Source: an optimization exercise on an open RTL-to-GDS flow (aim: small area and a short achievable clock period). Production flows keep margins and buffers that such runs may drop. Where RTL was checked, it was by simulation tests only, not by an equivalence proof against the original. The clock port is modelled as an ideal driver, which makes a skipped or thinned clock tree look cheaper than it is; a real chip needs a root buffer or a tree. Power is estimated from default activity; no workload was simulated.

## alpha
## frameReadout
module frameReadout (
	input logic clk,
	input logic rst,
	input logic [frameReadoutPkg::NumChan-1:0] strobe,
	input logic wrEn,
	input logic [frameReadoutPkg::ChanWidth-1:0] wrChan,
	input logic [frameReadoutPkg::AdrWidth-1:0] wrAdr,
	input logic [frameReadoutPkg::DataWidth-1:0] wrData,
	output logic txd,
	output logic busy
);
For scale: roughly 26 I/O pins.
Settings: LEC_CHECK=0, CAP_MARGIN=20, CORE_MARGIN=2, CORE_UTILIZATION=40, CTS_BUF_LIST=sky130_fd_sc_hd__clkbuf_16, CTS_CLUSTER_DIAMETER=70, CTS_CLUSTER_SIZE=30, SETUP_SLACK_MARGIN=3.2, SLEW_MARGIN=20; clock period 5.0 ns.
standard.sh (not shown) runs the stock make flow with config.mk's settings and CLKGATE_MAP_FILE= SYNTH_SCRIPT=/design/flow/synth_recipe.tcl, a recipe that flattens the netlist after the stock synthesis.
==> flow/flow/run.sh <==
#!/bin/bash
# Standard layout, except for the clock tree: after CTS its root buffer is dropped, so the clock
# port drives the tree's first level (4 pins), and both remaining levels become inverters.
set -euo pipefail
here=$(pwd)
res=$here/orfs/results/sky130hd/frameReadout/base
bash standard.sh cts > standard_cts.log 2>&1
CTS_ODB=$res/4_cts.odb OUT_ODB=$res/4_cts.odb openroad -no_init -exit flow/invtree.tcl > invtree.log 2>&1
bash standard.sh finish > standard_finish.log 2>&1
Other scripts of this flow, unchanged in this note and not shown: flow/flow/invtree.tcl
In summary, alpha completed successfully, with a layout that passed the timing, design-rule and antenna checks.
Inputs modified between alpha and beta:
Settings: CORE_UTILIZATION: 40 -> 55; CTS_CLUSTER_DIAMETER: 70 -> 60; SETUP_SLACK_MARGIN: 3.2 -> 3.3.
Findings:
- Against alpha, beta comes in 7.5 points higher on worst-case headroom to the max-slew limit.
- Worst setup slack for register-to-register paths up 0.09 ns in beta wrt alpha
- beta -> alpha: synthesized cell count flat
- Diff beta and alpha: final critical delay including setup and external delays higher in beta
- Diff alpha -> beta | reported sequential group power | down slightly
- Count of buffers not belonging to the clock network in the layout: beta vs alpha up 12%
- Per the comparison of beta with alpha, synthesis-to-finish area growth was more or less identical, worst setup slack lower, total wire length after detailed routing saw a decrease, overall via count from detail_route down 1.0%.
- alpha and beta ended up with roughly the same design area.
#### Input delta (gamma over beta)
Settings: ABC_AREA: unset -> 1; CTS_CLUSTER_DIAMETER: 60 -> 70; CORE_UTILIZATION: 55 -> 40.
Notes after the runs:
- beta vs gamma, worst setup path endpoint: busy vs txd
- Looking at the reports, gamma completed the entire flow and the layout it produced met the timing, design-rule and antenna checks.
- When gamma is set beside beta, its wire length turns out to be 1.2 mm smaller.
- Met3 usage: gamma vs beta down 2.9 points
- gamma and beta ended up with roughly the same highest cell delay on the worst timing path.
Setup changes, gamma to delta
Settings: a deleted ABC_AREA that had been 1; a change of CTS_CLUSTER_SIZE from 30 to 33.
### Flow results
- Going from gamma to delta, the total of fill cells in the finished design was found to have gone up by 2.4%.
- Per the comparison of delta with gamma, non-clock inverter count in the final layout decreased 83; global-route wire length before repair has increased; slack of the worst reg-to-reg path rose 0.02 ns; synthesis-to-finish area growth has decreased.
- Number of clock buffers in the layout: delta vs gamma — no meaningful difference
- Number of antenna violations at the first check in global routing was higher in the run labelled delta.
- Relative to gamma, ratio of final minimum period to clock period has gone down in delta.


Setup of run 1:
Another version of the RTL of frameReadout (not shown whole).
Size: ~2400 cells after synthesis, roughly 790 flip-flops, ~26 I/O pins, about 0.026 sq mm of cells after synthesis.
## frameReadout
module frameReadout (
	input logic clk,
	input logic rst,
	input logic [frameReadoutPkg::NumChan-1:0] strobe,
	input logic wrEn,
	input logic [frameReadoutPkg::ChanWidth-1:0] wrChan,
	input logic [frameReadoutPkg::AdrWidth-1:0] wrAdr,
	input logic [frameReadoutPkg::DataWidth-1:0] wrData,
	output logic txd,
	output logic busy
);
export LEC_CHECK = 0
export CAP_MARGIN = 20
export CORE_MARGIN = 2
export CORE_UTILIZATION = 40
export SLEW_MARGIN = 20
create_clock -name core_clock -period 5.0 [get_ports {clk}]
run.sh (not shown) runs the stock make flow with config.mk's settings and CLKGATE_MAP_FILE= SYNTH_SCRIPT=/design/flow/synth_recipe.tcl, a recipe that flattens the netlist after the stock synthesis.
Stock flow here: none of the scripts above is used.
Run 1: PASS, flow complete, no timing, DRC or antenna violations
Here is what was changed in the inputs of run 2 compared with run 1.
Settings: setting SETUP_SLACK_MARGIN to 3.2 for the first time.
Clock period minus final worst setup slack was lower in the run labelled run 2. Run 2 ends up with higher non-clock buffer count in the final layout than run 1 does. The final area of run 2 was inferior to that of run 1. Changes observed in run 2 relative to run 1: power has decreased; share of the cycle needed by the critical path after routing lost 18 points. Run 1 has lower multi-input combinational area share than run 2.
#### Input delta (run 3 over run 2)
Settings: SETUP_SLACK_MARGIN: 3.2 -> 2.8.
Findings:
- Run 3 | status: complete | timing, DRC, antenna: pass
- In the reports for run 2 and run 3, the larger worst setup margin belongs to run 2.
- Changes observed in run 3 relative to run 2: met3 routing resource usage after global routing did not really move, total length of routed wires lost 2100 um.
No functional check of the RTL was part of any run of this note.


== try-raven ==
frameReadout, a different RTL version from the one above (not shown whole).
Size: about 2100 cells after synthesis, roughly 820 flip-flops, ~26 I/O pins.
Settings: LEC_CHECK=0, CAP_MARGIN=20, CORE_MARGIN=2, CORE_UTILIZATION=40, CTS_BUF_LIST=sky130_fd_sc_hd__clkbuf_8 sky130_fd_sc_hd__clkbuf_16, CTS_CLUSTER_DIAMETER=60, CTS_CLUSTER_SIZE=20, SETUP_SLACK_MARGIN=3.0, SLEW_MARGIN=20; clock period 5.0 ns.
try-raven: all stages complete, timing, DRC and antenna checks passed
Input changes introduced in try-garnet (baseline for comparison: try-raven):
Settings: CORE_UTILIZATION: 40 -> 60; SETUP_SLACK_MARGIN: 3.0 -> 2.8.
## What came out
Summary of try-garnet over try-raven: power of the clock network flat, share of the clock period used by the worst path has decreased, final non-filler cell area decreased by 1.9% relative to the old numbers, number of clock buffers in the layout now smaller, weighted congestion at the end of routability-driven global placement went up by 5.7%. Final cell count without fillers: try-garnet < try-raven. Compared to try-raven, try-garnet leaves less free space in the core. The setup slack of try-garnet is larger than that of try-raven. Looking only at routed wire length, and setting everything else aside, the higher value of try-garnet and try-raven goes to try-raven.
The inputs of try-quartz differ from those of try-garnet as listed below.
Settings: swapping 60 for 80 in CTS_CLUSTER_DIAMETER; swapping sky130_fd_sc_hd__clkbuf_8 sky130_fd_sc_hd__clkbuf_16 for sky130_fd_sc_hd__clkbuf_16 in CTS_BUF_LIST; swapping 60 for 40 in CORE_UTILIZATION; swapping 20 for 30 in CTS_CLUSTER_SIZE.
Notes after the runs:
The layout overhead on the synthesized area of try-garnet and that of try-quartz are within noise of each other. Worst max-slew margin expressed relative to the limit in try-quartz is 1.9 points above try-garnet. Wire length for try-quartz: 1.3% up relative to try-garnet. Diff try-garnet -> try-quartz | met2 routing resource usage after global routing | decrease of 17 points. Sort try-quartz and try-garnet by clock edge transition at the registers on the reported setup and hold paths, ascending, and try-garnet comes first. | global-route usage | lower: try-quartz |.
For try-delta, these inputs were changed with respect to try-quartz:
Settings: changing SETUP_SLACK_MARGIN from 2.8 to 3.0.
==> notes.md <==
Summary of try-delta over try-quartz: design area barely changed, highest clock rate dropped about 1.8%.
Final-layout fill cell count in try-delta vs try-quartz: up about 1.3%
Against try-quartz, try-delta reports a post-route clock period utilization that is higher.
Summary of try-delta over try-quartz: clock power -11%; cell count ~0 delta; mean instance size in the synthesized netlist saw little to no change; minimum setup slack in the final design moved down.
try-delta vs try-quartz on total length of routed wires: try-delta is the lower one.
Input-level comparison between try-cedar and try-delta:
Settings: SETUP_SLACK_MARGIN: 3.0 -> 2.9.
==> notes.md <==
- Going from try-delta to try-cedar, first-pass GRT wire length shows an increase of about 1.1%, internal power summed over all cells increased by about 5% relative to the old numbers.
- Sort try-cedar and try-delta by power desc -> top: try-cedar
- try-cedar vs try-delta, number of optimization iterations in the first detailed-route pass went up by 1.
- Of try-cedar and try-delta, try-delta shows the higher count of non-CTS buffers in the layout, with try-cedar below it.

## re-timing with driven ports
The flow's constraints put no driver on any port. The routed layouts listed below were extracted and timed again, unchanged, in two steps. Step 1 assumes that a clkbuf_16 drives the clock port and a buf_2 every other input. Step 2 moves the port delays by t, midway between the first and last clock arrival at a register: inputs arrive t later, outputs are due t later. That takes back most of the time a late clock gives input paths. Three values: ideal ports, drivers, drivers and shift; two values: the first two.
run | t (ns) | slack for setup (ns) | worst setup path at the end
alpha | 0.522 | 3.209 / 2.959 / 2.909 | input to register
beta | 0.546 | 3.163 / 2.907 / 2.903 | input to register
gamma | 0.532 | 3.158 / 2.900 / 3.042 | input to register
delta | 0.520 | 3.206 / 2.952 / 2.923 | input to register
run 1 | 0.662 | 1.838 / 1.838 / 1.838 | register to register
run 2 | 0.679 | 2.753 / 2.693 / 2.618 | input to register
run 3 | 0.673 | 2.738 / 2.700 / 2.248 | input to register
try-raven | 0.667 | 2.856 / 2.793 / 2.421 | input to register
try-garnet | 0.665 | 2.864 / 2.805 / 2.259 | input to register
try-quartz | 0.645 | 2.856 / 2.798 / 2.277 | input to register
try-delta | 0.687 | 2.816 / 2.755 / 2.378 | input to register
try-cedar | 0.633 | 2.870 / 2.815 / 2.346 | input to register
After both steps setup and hold are still met in every run listed. For try-garnet, which loses most, drivers alone change the setup slack by -0.059 ns; drivers and shift together by -0.605 ns.
